This design comes from an exercise in tuning for a short achievable clock period, few clock cycles and low power on the open sky130 flow, not from production work. The RTL was checked by simulation tests, not by an equivalence proof against the original design. No activity file was given, so power comes from the tool's default toggle rates.

## flow/design.v (module list and top-level ports; edited modules follow where they fit)
// module mac_lane_sum: 1967 lines
// module mac_vector_engine: 855 lines
module mac_vector_engine (
  input logic clk,
  input logic reset_n,
  input logic start,
  input logic clear,
  input logic [9:0] vec_len,
  input logic signed [47:0] bias,
  input logic in_valid,
  input logic [35:0] in_a,
  input logic [35:0] in_b,
  input logic out_ready,
  output logic busy,
  output logic in_ready,
  output logic out_valid,
  output logic signed [17:0] out_data,
  output logic signed [47:0] out_acc,
  output logic acc_overflow
);
  // ...
==> flow/run.sh <==
#!/bin/bash
# synth_recipe.tcl (not shown) runs the flow's synth.tcl, then flattens the netlist and writes it again
# the make line also repeats each setting of config.mk as NAME=value (left out here)
make -C /OpenROAD-flow-scripts/flow DESIGN_CONFIG=/design/flow/config.mk WORK_HOME=/design/flow/orfs CLKGATE_MAP_FILE= SYNTH_SCRIPT=/design/flow/synth_recipe.tcl finish
==> flow/config.mk <==
export PLATFORM = sky130hd
export DESIGN_NAME = mac_vector_engine
export DESIGN_NICKNAME = mac_vector_engine
export VERILOG_FILES = /design/flow/design.v
export SDC_FILE = /design/flow/constraint.sdc
export NUM_CORES = 4
export LEC_CHECK = 0
export ABC_CLOCK_PERIOD_IN_PS = 2900
export CAP_MARGIN = 20
export CORE_MARGIN = 2
export CORE_UTILIZATION = 60
export CTS_BUF_LIST = sky130_fd_sc_hd__clkbuf_16
export CTS_CLUSTER_DIAMETER = 70
export CTS_CLUSTER_SIZE = 40
export SETUP_SLACK_MARGIN = 4.25
export SLEW_MARGIN = 20
==> flow/constraint.sdc <==
create_clock -name core_clock -period 7.0 [get_ports {clk}]
set_input_delay 1.4000 -clock core_clock [delete_from_list [all_inputs] [get_ports {clk}]]
set_output_delay 1.4000 -clock core_clock [all_outputs]
set_load 0.01 [all_outputs]
==> impl_metrics.csv, run 1 <==
group,metric,value,unit
synthesis,ys_warn_count,4,
clocking,insertion_delay,0.60,ns
power_and_ir_drop,comb_power_share,0.408,
synthesis,synth_common_cells,"dfxtp_1 (384), a22oi_1 (310), fa_1 (304)",
worst_setup_path,cpPeakStageDelay,0.61,ns
die,coreArea,52300,sq um
cells_and_area,final_common_cell,"dfxtp_1",
power_and_ir_drop,leakage,14.3,nW
cells_and_area,final_cell_count_no_fill,3805,
synthesis,syn_area,31700,sq um
grt,gr-max-usage-layer,"met2",
hold_path,hp-start,"u_sum.t2_q[59]",
synthesis,synthTopCellsByArea,"dfxtp_1 (24%), fa_1 (19%), edfxtp_1 (10%)",
synthesis,synth.largest_area_cell,"dfxtp_1",
cells_and_area,multi_input_area,18800,sq um
cells_and_area,max_flop_register,"u_sum.t1_q",
cells_and_area,areaGrowthSynthToFinish,15.9,%
worst_setup_path,crit_arrival,3.31,ns
cells_and_area,multi_input_cells,1959,
timing,rsz0062_at_grt,"true",
timing,finalHoldViolCount,0,
cells_and_area,seq_share,0.320,
worst_setup_path,critPathRequiredTime,7.49,ns
synthesis,synth_seq_cells,513,
outcome,outcome,"timing/DRC/antenna clean",
cells_and_area,buffers,315,
cells_and_area,n_antenna_cell,1,
synthesis,synth_most_common_cell,"dfxtp_1",
timing,setup_viol,0,
synthesis,synth_top_family_by_area,"adder cells",
cells_and_area,largest_reg_flops,133,
worst_setup_path,crit_cells,8,
power_and_ir_drop,p_int,0.00678,W
synthesis,synth_top_area_frac,0.243,
worst_setup_path,ff2ff_path_depth,8,
clocking,cts.path.max_buffers,3,
route,drt-pass1-iter-count,7,
cells_and_area,num-clock-buffers,36,
grt,grtUsageTotal,0.290,
Testbench counts, summed over its fixed seeds: cycles 12,350.
==> inputs of run 2 (changes only) <==
--- a/flow/config.mk
+++ b/flow/config.mk
@@ -13,4 +13,5 @@
 export CTS_CLUSTER_DIAMETER = 70
 export CTS_CLUSTER_SIZE = 40
-export SETUP_SLACK_MARGIN = 4.25
+export PLACE_DENSITY = 0.7
+export SETUP_SLACK_MARGIN = 4.2
 export SLEW_MARGIN = 20
==> impl_metrics.csv, run 2 <==
group,metric,value,unit
cells_and_area,max_flop_register,"u_sum.t1_q",
synthesis,synth_nets,3521,
clocking,tritoncts,"done",
synthesis,synthCells,2981,
die,die_area,54700,sq um
route,routed_wl,78100,um
grt,grt_first_pass_wirelength,123000,um
clocking,insertion_delay,0.60,ns
synthesis,ys.flop_type,"dfxtp_1",
clocking,cts_hold_buffers,0,
clocking,cts.path.max_buffers,3,
clocking,clockRootBuffer,"clkbuf_16",
worst_setup_path,crit_arrival,3.28,ns
timing,rsz0062_at_grt,"true",
route,drt-pass1-iter-count,6,
synthesis,synth_common_cells,"dfxtp_1 (384), a22oi_1 (310), fa_1 (304)",
synthesis,synth_top_area_frac,0.243,
timing,timing.fmax,358,MHz
run,maxCapViolCount,0,
timing,slew_viol_final,0,
die,die_w,234,um
synthesis,synth_edf_count,107,
die,fp-row-count,84,
synthesis,ys_warn_count,4,
die,initial_core_util,0.605,
placement,place_inst,3650,
synthesis,synth.largest_area_cell,"dfxtp_1",
die,io_pins,206,
clocking,cts_inserted_buffers,34,
cells_and_area,areaGrowthSynthToFinish,12.5,%
route,drt_iter0_drc,2147,
placement,hpwl,57100,um
power_and_ir_drop,irDropWorstVdd,0.203,mV
cells_and_area,largest_reg_flops,133,
power_and_ir_drop,leakage,13.9,nW
die,die_h,234,um
route,detail-route-antenna-nets,0,
cells_and_area,fillers,4007,
worst_setup_path,cp-start-kind,"flip-flop",
grt,antenna_found_initial,1,
route,dr_total_vias,21800,
synthesis,synth-async-reset-ratio,0.0429,
grt,grt_pass1_vias,22100,
cells_and_area,largestRegisters,"u_sum.t1_q (133), u_sum.t2_q (65)",
synthesis,synth_cell_types,67,
timing,setup-tns-final,0,ns
timing,setup_viol,0,
timing,tightestPinTransition,0.961,ns
outcome,outcome,"timing/DRC/antenna clean",
clocking,clk_pin_slew,0.10,ns
worst_setup_path,cp_max_fo,3,
worst_setup_path,critPathRequiredTime,7.48,ns
timing,max_slew_margin,0.359,
grt,overflow,0,
clocking,clock_sinks,513,
placement,port_buffers,205,
cells_and_area,drive_above_1_share,0.0905,
grt,grtUsageTotal,0.289,
synthesis,synth_seq_cells,513,
timing,finalClockSkew,0.0233,ns
cells_and_area,n_antenna_cell,0,
hold_path,holdCritPathClass,"reg2reg",
synthesis,ys_seq_area_frac,0.361,
cells_and_area,final_cell_mix,"dfxtp_1 (307), fa_1 (301), a22oi_1 (300)",
route,post_drt_wl_per_cell,20.9,um
timing,finalCritPeriodShare,0.399,
cells_and_area,final_nets,3564,
synthesis,syn_area,31700,sq um
worst_setup_path,critPathKind,"reg2reg",
synthesis,syn_area_per_cell,10.6,sq um
synthesis,synthTopCellsByArea,"dfxtp_1 (24%), fa_1 (19%), edfxtp_1 (10%)",
power_and_ir_drop,power_density,298,nW/um^2
clocking,htree_levels,2,
cells_and_area,final_common_cell,"dfxtp_1",
grt,grt_max_degree,100,
worst_setup_path,crit_path_end_kind,"flip-flop",
placement,routabilityCongestion,0.924,
cells_and_area,final_cell_count_no_fill,3738,
route,drt-vias-per-instance,5.82,
timing,finalHoldViolCount,0,
timing,period_minus_slack,2.80,ns
route,drc_errors,0,
synthesis,synth_most_common_cell,"dfxtp_1",
die,coreArea,52300,sq um
run 2: cell counts after synthesis:
No cell type changed its count.
run 2: stage by stage:
step	utilization	power [W]	area [sq um]	hold WS, ns	setup WS [ns]
global route	0.681	0.0114	35600	0.342	4.10
global placement	0.645	0.00809	33700	0.311	3.70
finish	0.681	0.0106	35600	0.339	4.20
detailed placement	0.645	0.00823	33700	0.314	3.70
floorplan	-	0.00698	31800	0.310	4.17
CTS	0.673	0.0106	35200	0.341	4.18
run 2: cell families after synthesis:
logic type | share of synthesized area
AO/OA/AOI/OAI | 0.119
XOR/XNOR | 0.113
adder cells (fa/ha/maj) | 0.232
buffers and inverters | 0.0629
flip-flops | 0.361
multiplexers | 0.0150
AND/OR/NAND/NOR | 0.0977
run 2: routing by layer:
metal  vias to the layer above  GRT usage  wire length, um
met4                         0     0.0916             1960
met1                     10700      0.408            34000
met2                      1007      0.455            35700
li1                       9870          -                -
met3                       161     0.0528             6490
met5                         -          0                0
run 2: worst max-delay path, cell delays in order, from the launching register on:
cell      delay [ns]
dfxtp_2         0.33
inv_2           0.04
fa_2            0.37
inv_2           0.08
ha_4            0.14
inv_2           0.04
fa_2            0.35
nor2b_2         0.14
o21ai_2         0.08
a211o_1         0.32
nor2b_4         0.15
o311ai_2        0.24
xor2_1          0.13
mux2_4          0.28
run 2: repair_timing:
item                                    in CTS  in global routing
endpoints found under the hold margin        0                  0
buffers inserted                             9                 17
pin swaps                                    8                 15
endpoints found under the setup margin     181                 75
gates resized for setup                    201                 91
run 2: path summary, 6_finish.rpt:
kind | cells past startpoint | slack [ns] | startpoint | to
min reg2reg | 0 | 0.34 | u_sum.t2_q[64] | cd2_q[0][3]
max in group asynchronous | 1 | 5.83 | reset_n | rem_q[7]
max | 13 | 4.20 | acc0_q[0] | acc0_q[13]
max reg2reg | 13 | 4.20 | acc0_q[0] | acc0_q[13]
min | 0 | 0.34 | u_sum.t2_q[64] | cd2_q[0][3]
min in group asynchronous | 1 | 0.77 | reset_n | ir_q
run 2: cell type report:
cell class                      instances  area (sq um)  area share
Multi-Input combinational cell       1959         18500       0.518
Sequential cell                       513         11700       0.329
Timing Repair Buffer                  251          2320      0.0652
Inverter                              265           998      0.0280
Clock buffer                           37           926      0.0260
Tap cell                              688           861      0.0242
Clock inverter                         25           348     0.00976
run 2: report_power, final:
group,internal [W],leakage (nW),switching (W)
Combinational,0.00196,8.78,0.00229
Clock,0.00106,0.615,0.00122
Sequential,0.00363,4.54,0.000457
==> inputs of run 3 (changes only) <==
--- a/flow/config.mk
+++ b/flow/config.mk
@@ -13,5 +13,4 @@
 export CTS_CLUSTER_DIAMETER = 70
 export CTS_CLUSTER_SIZE = 40
-export PLACE_DENSITY = 0.7
 export SETUP_SLACK_MARGIN = 4.2
 export SLEW_MARGIN = 20
==> impl_metrics.csv, run 3 <==
group,metric,value,unit
outcome,outcome,"timing/DRC/antenna clean",
timing,whs,0.336,ns
die,die_area,54700,sq um
route,drt-pass1-iter-count,6,
worst_setup_path,critPathSlowestCell,"fa_1",
synthesis,ys.flop_type,"dfxtp_1",
cells_and_area,fillers,4026,
clocking,clock_sinks,513,
power_and_ir_drop,leakage,13.9,nW
grt,use_met1,0.392,
grt,grt_max_degree,135,
route,dr_total_vias,21400,
synthesis,synthTopCellsByArea,"dfxtp_1 (24%), fa_1 (19%), edfxtp_1 (10%)",
cells_and_area,largestRegisters,"u_sum.t1_q (133), u_sum.t2_q (65)",
grt,grt_use_met3,0.0541,
worst_setup_path,critPathRequiredTime,7.54,ns
timing,finalHoldViolCount,0,
worst_setup_path,crit_arrival,3.34,ns
synthesis,ys_seq_area_frac,0.361,
die,fp-row-count,84,
synthesis,synth_seq_cells,513,
timing,finalCritPeriodShare,0.400,
timing,setup-tns-final,0,ns
worst_setup_path,cpPeakStageDelay,0.56,ns
power_and_ir_drop,irDropWorstVdd,0.241,mV
die,die_h,234,um
timing,timing.fmax,357,MHz
synthesis,synth_nets,3521,
timing,finalClockSkew,0.0269,ns
worst_setup_path,cp-start-kind,"flip-flop",
worst_setup_path,cp_max_fo,10,
die,die_w,234,um
worst_setup_path,cpMostUsedCell,"fa_1",
grt,grt_use_met2,0.438,
clocking,insertion_delay,0.65,ns
grt,grt_pass1_vias,21700,
placement,place_inst,3653,
route,routed_wl,76000,um
grt,grtUsageTotal,0.278,
synthesis,synth_most_common_cell,"dfxtp_1",
placement,port_buffers,205,
cells_and_area,final_nets,3564,
synthesis,synthCells,2981,
timing,slew_viol_final,0,
run,maxCapViolCount,0,
die,io_pins,206,
grt,grt_first_pass_wirelength,119000,um
power_and_ir_drop,power_density,295,nW/um^2
synthesis,ys_warn_count,4,
clocking,clk_pin_slew,0.10,ns
route,drc_errors,0,
synthesis,synth_cell_types,67,
route,detail-route-antenna-nets,0,
cells_and_area,final_cell_count_no_fill,3738,
power_and_ir_drop,p_total,0.0105,W
placement,hpwl,54400,um
cells_and_area,areaGrowthSynthToFinish,12.0,%
cells_and_area,multi_input_area,18400,sq um
worst_setup_path,cp_cell_sequence,"buf_4 > a22oi_1 > xnor2_1 > fa_1 > fa_1 > inv_1 > fa_1 > nor2b_1",
timing,setup_viol,0,
cells_and_area,drive_above_1_share,0.0889,
timing,tightestPinTransition,1.04,ns
synthesis,synth_edf_count,107,
cells_and_area,largest_reg_flops,133,
cells_and_area,layout.area.seq,11700,sq um
worst_setup_path,crit_path_end_kind,"flip-flop",
clocking,clockRootBuffer,"clkbuf_16",
worst_setup_path,r2r_setup_slack,4.20,ns
timing,period_minus_slack,2.80,ns
clocking,tritoncts,"done",
synthesis,syn_area,31700,sq um
synthesis,synth-async-reset-ratio,0.0429,
cells_and_area,max_flop_register,"u_sum.t1_q",
synthesis,syn_area_per_cell,10.6,sq um
synthesis,synth_common_cells,"dfxtp_1 (384), a22oi_1 (310), fa_1 (304)",
clocking,cts_inserted_buffers,31,
grt,gr-max-usage-layer,"met2",
worst_setup_path,path_buf_inv,2,
cells_and_area,final_cell_mix,"dfxtp_1 (310), a22oi_1 (303), fa_1 (302)",
route,drt-vias-per-instance,5.74,
timing,max_slew_margin,0.303,
grt,overflow,0,
worst_setup_path,critPathKind,"reg2reg",
synthesis,synth_top_area_frac,0.243,
hold_path,holdCritPathClass,"reg2reg",
grt,antenna_found_initial,0,
placement,routabilityCongestion,0.898,
die,coreArea,52300,sq um
clocking,cts.path.max_buffers,3,
worst_setup_path,cp_top_family,"adder cells",
route,drt_iter0_drc,1828,
route,post_drt_wl_per_cell,20.3,um
cells_and_area,final_common_cell,"dfxtp_1",
die,initial_core_util,0.605,
clocking,htree_levels,1,
synthesis,synth.largest_area_cell,"dfxtp_1",
timing,rsz0062_at_grt,"true",
==> run 3: worst reg2reg max path: cells and delay by family, from the launching register on <==
kind	cells	cell delay, ns
compound gates	1	0.11
flops	1	0.47
xor+xnor	1	0.16
buf+inv	2	0.30
fa+ha+maj	3	1.59
simple gates	1	0.05
==> run 3: timing repair <==
item / CTS / global route
resized for setup: 230 / 65
buffers inserted: 4 / 22
setup endpoints to repair: 186 / 75
gates cloned: 0 / 0
hold buffers: 0 / 0
pin swaps: 5 / 11
==> run 3: path summary, 6_finish.rpt <==
path | from | endpoint | depth (start not counted)
max | one_q[3] | u_sum.t1_q[95] | 8
min | u_sum.vl_q | sd2_q[0][4] | 0
max reg2reg | one_q[3] | u_sum.t1_q[95] | 8
min reg2reg | u_sum.vl_q | sd2_q[0][4] | 0
max in group asynchronous | reset_n | ir_q | 1
min in group asynchronous | reset_n | hc_q[1] | 1
==> run 3: kinds of logic (layout without fill, tap and decap cells) <==
group | count (synthesis) | after routing | share of synthesized area
simple gates | 565 | 565 | 0.0977
compound gates | 540 | 540 | 0.119
flops | 513 | 513 | 0.361
buf+inv | 509 | 577 | 0.0629
xor+xnor | 407 | 407 | 0.113
fa+ha+maj | 404 | 404 | 0.232
mux | 43 | 43 | 0.0150
other cells | 0 | 1 | 0
==> run 3: cell type report <==
type                            count  area share
Clock inverter                     27      0.0112
Multi-Input combinational cell   1959       0.518
Tap cell                          688      0.0243
Timing Repair Buffer              254      0.0663
Inverter                          265      0.0280
Antenna cell                        1   0.0000705
Clock buffer                       31      0.0219
Sequential cell                   513       0.330
==> run 3: layer usage <==
metal,routed length (um),vias to the layer above
met1,33400,10500
li1,-,9874
met5,0,-
met4,2270,0
met2,34100,934
met3,6190,173
==> run 3: through the flow <==
stage,cell area (sq um),setup slack [ns],util
detailed placement,33800,3.23,0.645
global placement,33800,3.27,0.645
floorplan,31800,4.17,-
finish,35500,4.20,0.678
CTS,35200,4.20,0.672
global route,35500,4.13,0.678
==> run 3: power by group <==
| part | switching, W | internal [W] | total, W | leakage, nW |
|---|---|---|---|---|
| clock | 0.00120 | 0.000929 | 0.00213 | 0.570 |
| combinational | 0.00231 | 0.00197 | 0.00427 | 8.80 |
| sequential | 0.000441 | 0.00363 | 0.00407 | 4.53 |
| total | 0.00395 | 0.00652 | 0.0105 | 13.9 |
==> inputs of run 4 (changes only) <==
--- a/flow/config.mk
+++ b/flow/config.mk
@@ -10,5 +10,5 @@
 export CORE_MARGIN = 2
 export CORE_UTILIZATION = 60
-export CTS_BUF_LIST = sky130_fd_sc_hd__clkbuf_16
+export CTS_BUF_LIST = sky130_fd_sc_hd__clkbuf_8 sky130_fd_sc_hd__clkbuf_16
 export CTS_CLUSTER_DIAMETER = 70
 export CTS_CLUSTER_SIZE = 40
==> impl_metrics.csv, run 4 <==
group,metric,value,unit
cells_and_area,max_flop_register,"u_sum.t1_q",
timing,slew_viol_final,0,
synthesis,synth_seq_cells,513,
worst_setup_path,ff2ff_path_depth,8,
synthesis,ys.flop_type,"dfxtp_1",
synthesis,synth_common_cells,"dfxtp_1 (384), a22oi_1 (310), fa_1 (304)",
worst_setup_path,r2r_start,"one_q[3]",
placement,placed_cell_area,33800,sq um
hold_path,holdCritPathClass,"reg2reg",
timing,finalHoldViolCount,0,
clocking,htree_levels,1,
route,drc_errors,0,
hold_path,hp-start,"u_sum.vl_q",
cells_and_area,final_common_cell,"dfxtp_1",
synthesis,synth_edf_count,107,
worst_setup_path,cpPeakStageDelay,0.56,ns
worst_setup_path,cp_max_fo,10,
synthesis,synthCells,2981,
cells_and_area,final_nets,3564,
power_and_ir_drop,leakage,13.9,nW
timing,period_minus_slack,2.80,ns
grt,grt_pass1_vias,21700,
clocking,tritoncts,"done",
die,initial_core_util,0.605,
timing,rsz0062_at_grt,"true",
cells_and_area,drive_above_1_share,0.0889,
cells_and_area,utilization,0.678,
clocking,cts_inserted_buffers,31,
timing,whs,0.336,ns
synthesis,synth_top_area_frac,0.243,
synthesis,synth_nets,3521,
cells_and_area,areaGrowthSynthToFinish,12.0,%
worst_setup_path,cp_top_family,"adder cells",
timing,max_slew_margin,0.303,
run,maxCapViolCount,0,
die,die_area,54700,sq um
timing,setup-tns-final,0,ns
worst_setup_path,cp_cell_sequence,"buf_4 > a22oi_1 > xnor2_1 > fa_1 > fa_1 > inv_1 > fa_1 > nor2b_1",
power_and_ir_drop,power_density,295,nW/um^2
worst_setup_path,r2r_setup_slack,4.20,ns
timing,finalClockSkew,0.0269,ns
die,coreArea,52300,sq um
route,drt_iter0_drc,1828,
clocking,cts_hold_buffers,0,
synthesis,synth_cell_types,67,
clocking,insertion_delay,0.65,ns
synthesis,synth-async-reset-ratio,0.0429,
grt,grt_first_pass_wirelength,119000,um
placement,routabilityCongestion,0.898,
route,post_drt_wl_per_cell,20.3,um
worst_setup_path,critPathSlowestCell,"fa_1",
die,io_pins,206,
route,drt-pass1-iter-count,6,
hold_path,whs_path_depth,0,
synthesis,ys_seq_area_frac,0.361,
grt,grt_max_degree,135,
die,fp-row-count,84,
worst_setup_path,reg2reg_to,"u_sum.t1_q[95]",
synthesis,ys_warn_count,4,
die,die_h,234,um
route,detail-route-antenna-nets,0,
placement,hpwl,54400,um
timing,tightestPinTransition,1.04,ns
placement,port_buffers,205,
clocking,clk_pin_slew,0.10,ns
worst_setup_path,path_buf_inv,2,
power_and_ir_drop,irDropWorstVdd,0.241,mV
route,drt-vias-per-instance,5.74,
clocking,clock_sinks,513,
cells_and_area,largest_reg_flops,133,
grt,grtUsageTotal,0.278,
worst_setup_path,crit_arrival,3.34,ns
route,routed_wl,76000,um
synthesis,synth.largest_area_cell,"dfxtp_1",
worst_setup_path,critPathKind,"reg2reg",
grt,antenna_found_initial,0,
cells_and_area,final_area,35500,sq um
worst_setup_path,critPathRequiredTime,7.54,ns
clocking,clockRootBuffer,"clkbuf_16",
timing,finalCritPeriodShare,0.400,
worst_setup_path,crit_path_end_kind,"flip-flop",
route,dr_total_vias,21400,
synthesis,syn_area_per_cell,10.6,sq um
worst_setup_path,cpMostUsedCell,"fa_1",
synthesis,synth_most_common_cell,"dfxtp_1",
timing,timing.fmax,357,MHz
synthesis,syn_area,31700,sq um
cells_and_area,largestRegisters,"u_sum.t1_q (133), u_sum.t2_q (65)",
worst_setup_path,cp-start-kind,"flip-flop",
synthesis,synthTopCellsByArea,"dfxtp_1 (24%), fa_1 (19%), edfxtp_1 (10%)",
cells_and_area,final_cell_mix,"dfxtp_1 (310), a22oi_1 (303), fa_1 (302)",
die,die_w,234,um
outcome,outcome,"timing/DRC/antenna clean",
timing,setup_viol,0,
grt,overflow,0,
hold_path,hold_end,"sd2_q[0][4]",
clocking,cts.path.max_buffers,3,
==> run 4: layout make-up <==
class,count,area [sq um]
diodes,1,2.50
clock buffers,31,776
clock inverters,27,399
fillers,4026,16800
inverters,265,995
multi-input cells,1959,18400
flip-flops and latches,513,11700
well taps,688,861
repair buffers,254,2350
==> run 4: logic make-up after synthesis <==
family,synth area share
buffers and inverters,0.0629
and+or+nand+nor,0.0977
AOI/OAI and AO/OA,0.119
muxes,0.0150
adders and majority gates,0.232
DFF,0.361
xor gates and xnor gates,0.113
==> run 4: power breakdown <==
group          leakage (nW)  switching [W]  total [W]  internal, W
clock network         0.570        0.00120    0.00213     0.000929
logic                  8.80        0.00231    0.00427      0.00197
registers              4.53       0.000441    0.00407      0.00363
==> run 4: what timing repair did <==
action | CTS | global route
buffers inserted | 4 | 22
pin swaps | 5 | 11
gates resized for setup | 230 | 65
setup endpoints to repair | 186 | 75
==> run 4: metal layers <==
metal / share of wire / global-route usage / vias up
li1: - / - / 9874
met1: 0.44 / 0.392 / 10500
met2: 0.45 / 0.438 / 934
met3: 0.081 / 0.0541 / 173
met4: 0.030 / 0.0866 / 0
met5: 0 / 0 / -
==> run 4: stage by stage <==
step / total power, W / instances / setup WS (ns)
global route: 0.0113 / 3737 / 4.13
CTS: 0.0104 / 3715 / 4.20
detailed placement: 0.00824 / 3653 / 3.23
floorplan: 0.00698 / 2981 / 4.17
finish: 0.0105 / 3738 / 4.20
global placement: 0.00811 / 3653 / 3.27
==> run 4: worst max-delay path by stage <==
stage,slack (ns),endpoint,from,cells past startpoint
global route,4.13,u_sum.t1_q[99],one_q[6],8
CTS,4.20,out_data[1],res_q[9],1
detailed placement,3.23,rem_q[4],in_valid,7
finish,4.20,u_sum.t1_q[95],one_q[3],8
floorplan,4.17,u_sum.t1_q[56],a_q[1],9
global placement,3.27,rem_q[4],in_valid,7

## static timing again, ports no longer ideal
The flow's constraints put no driver on any port. The routed layouts listed below were extracted and timed again, unchanged, in two steps.
Step 1 (the two cells are an assumption about what drives the block):
set clk [get_ports {clk}]
set_driving_cell -lib_cell sky130_fd_sc_hd__clkbuf_16 $clk
set_driving_cell -lib_cell sky130_fd_sc_hd__buf_2 [delete_from_list [all_inputs] $clk]
Step 2 moves the port delays by t, midway between the first and last clock arrival at a register: inputs arrive t later, outputs are due t later. That takes back most of the time a late clock gives input paths.
Three values: ideal ports, drivers, drivers and shift; two values: the first two.
| run | t (ns) | slack for setup (ns) | hold WS [ns] | worst data-port slew with drivers (ns) |
|---|---|---|---|---|
| run 1 | 0.647 | 4.182 / 4.182 / 3.938 | 0.335 / 0.335 / 0.335 | 0.08 |
| run 2 | 0.651 | 4.205 / 4.187 / 3.710 | 0.339 / 0.339 / 0.339 | 0.07 |
| run 3 | 0.701 | 4.199 / 4.180 / 3.665 | 0.336 / 0.336 / 0.336 | 0.08 |
| run 4 | 0.701 | 4.199 / 4.180 / 3.665 | 0.336 / 0.336 / 0.336 | 0.08 |
After both steps every run listed still meets setup and hold.
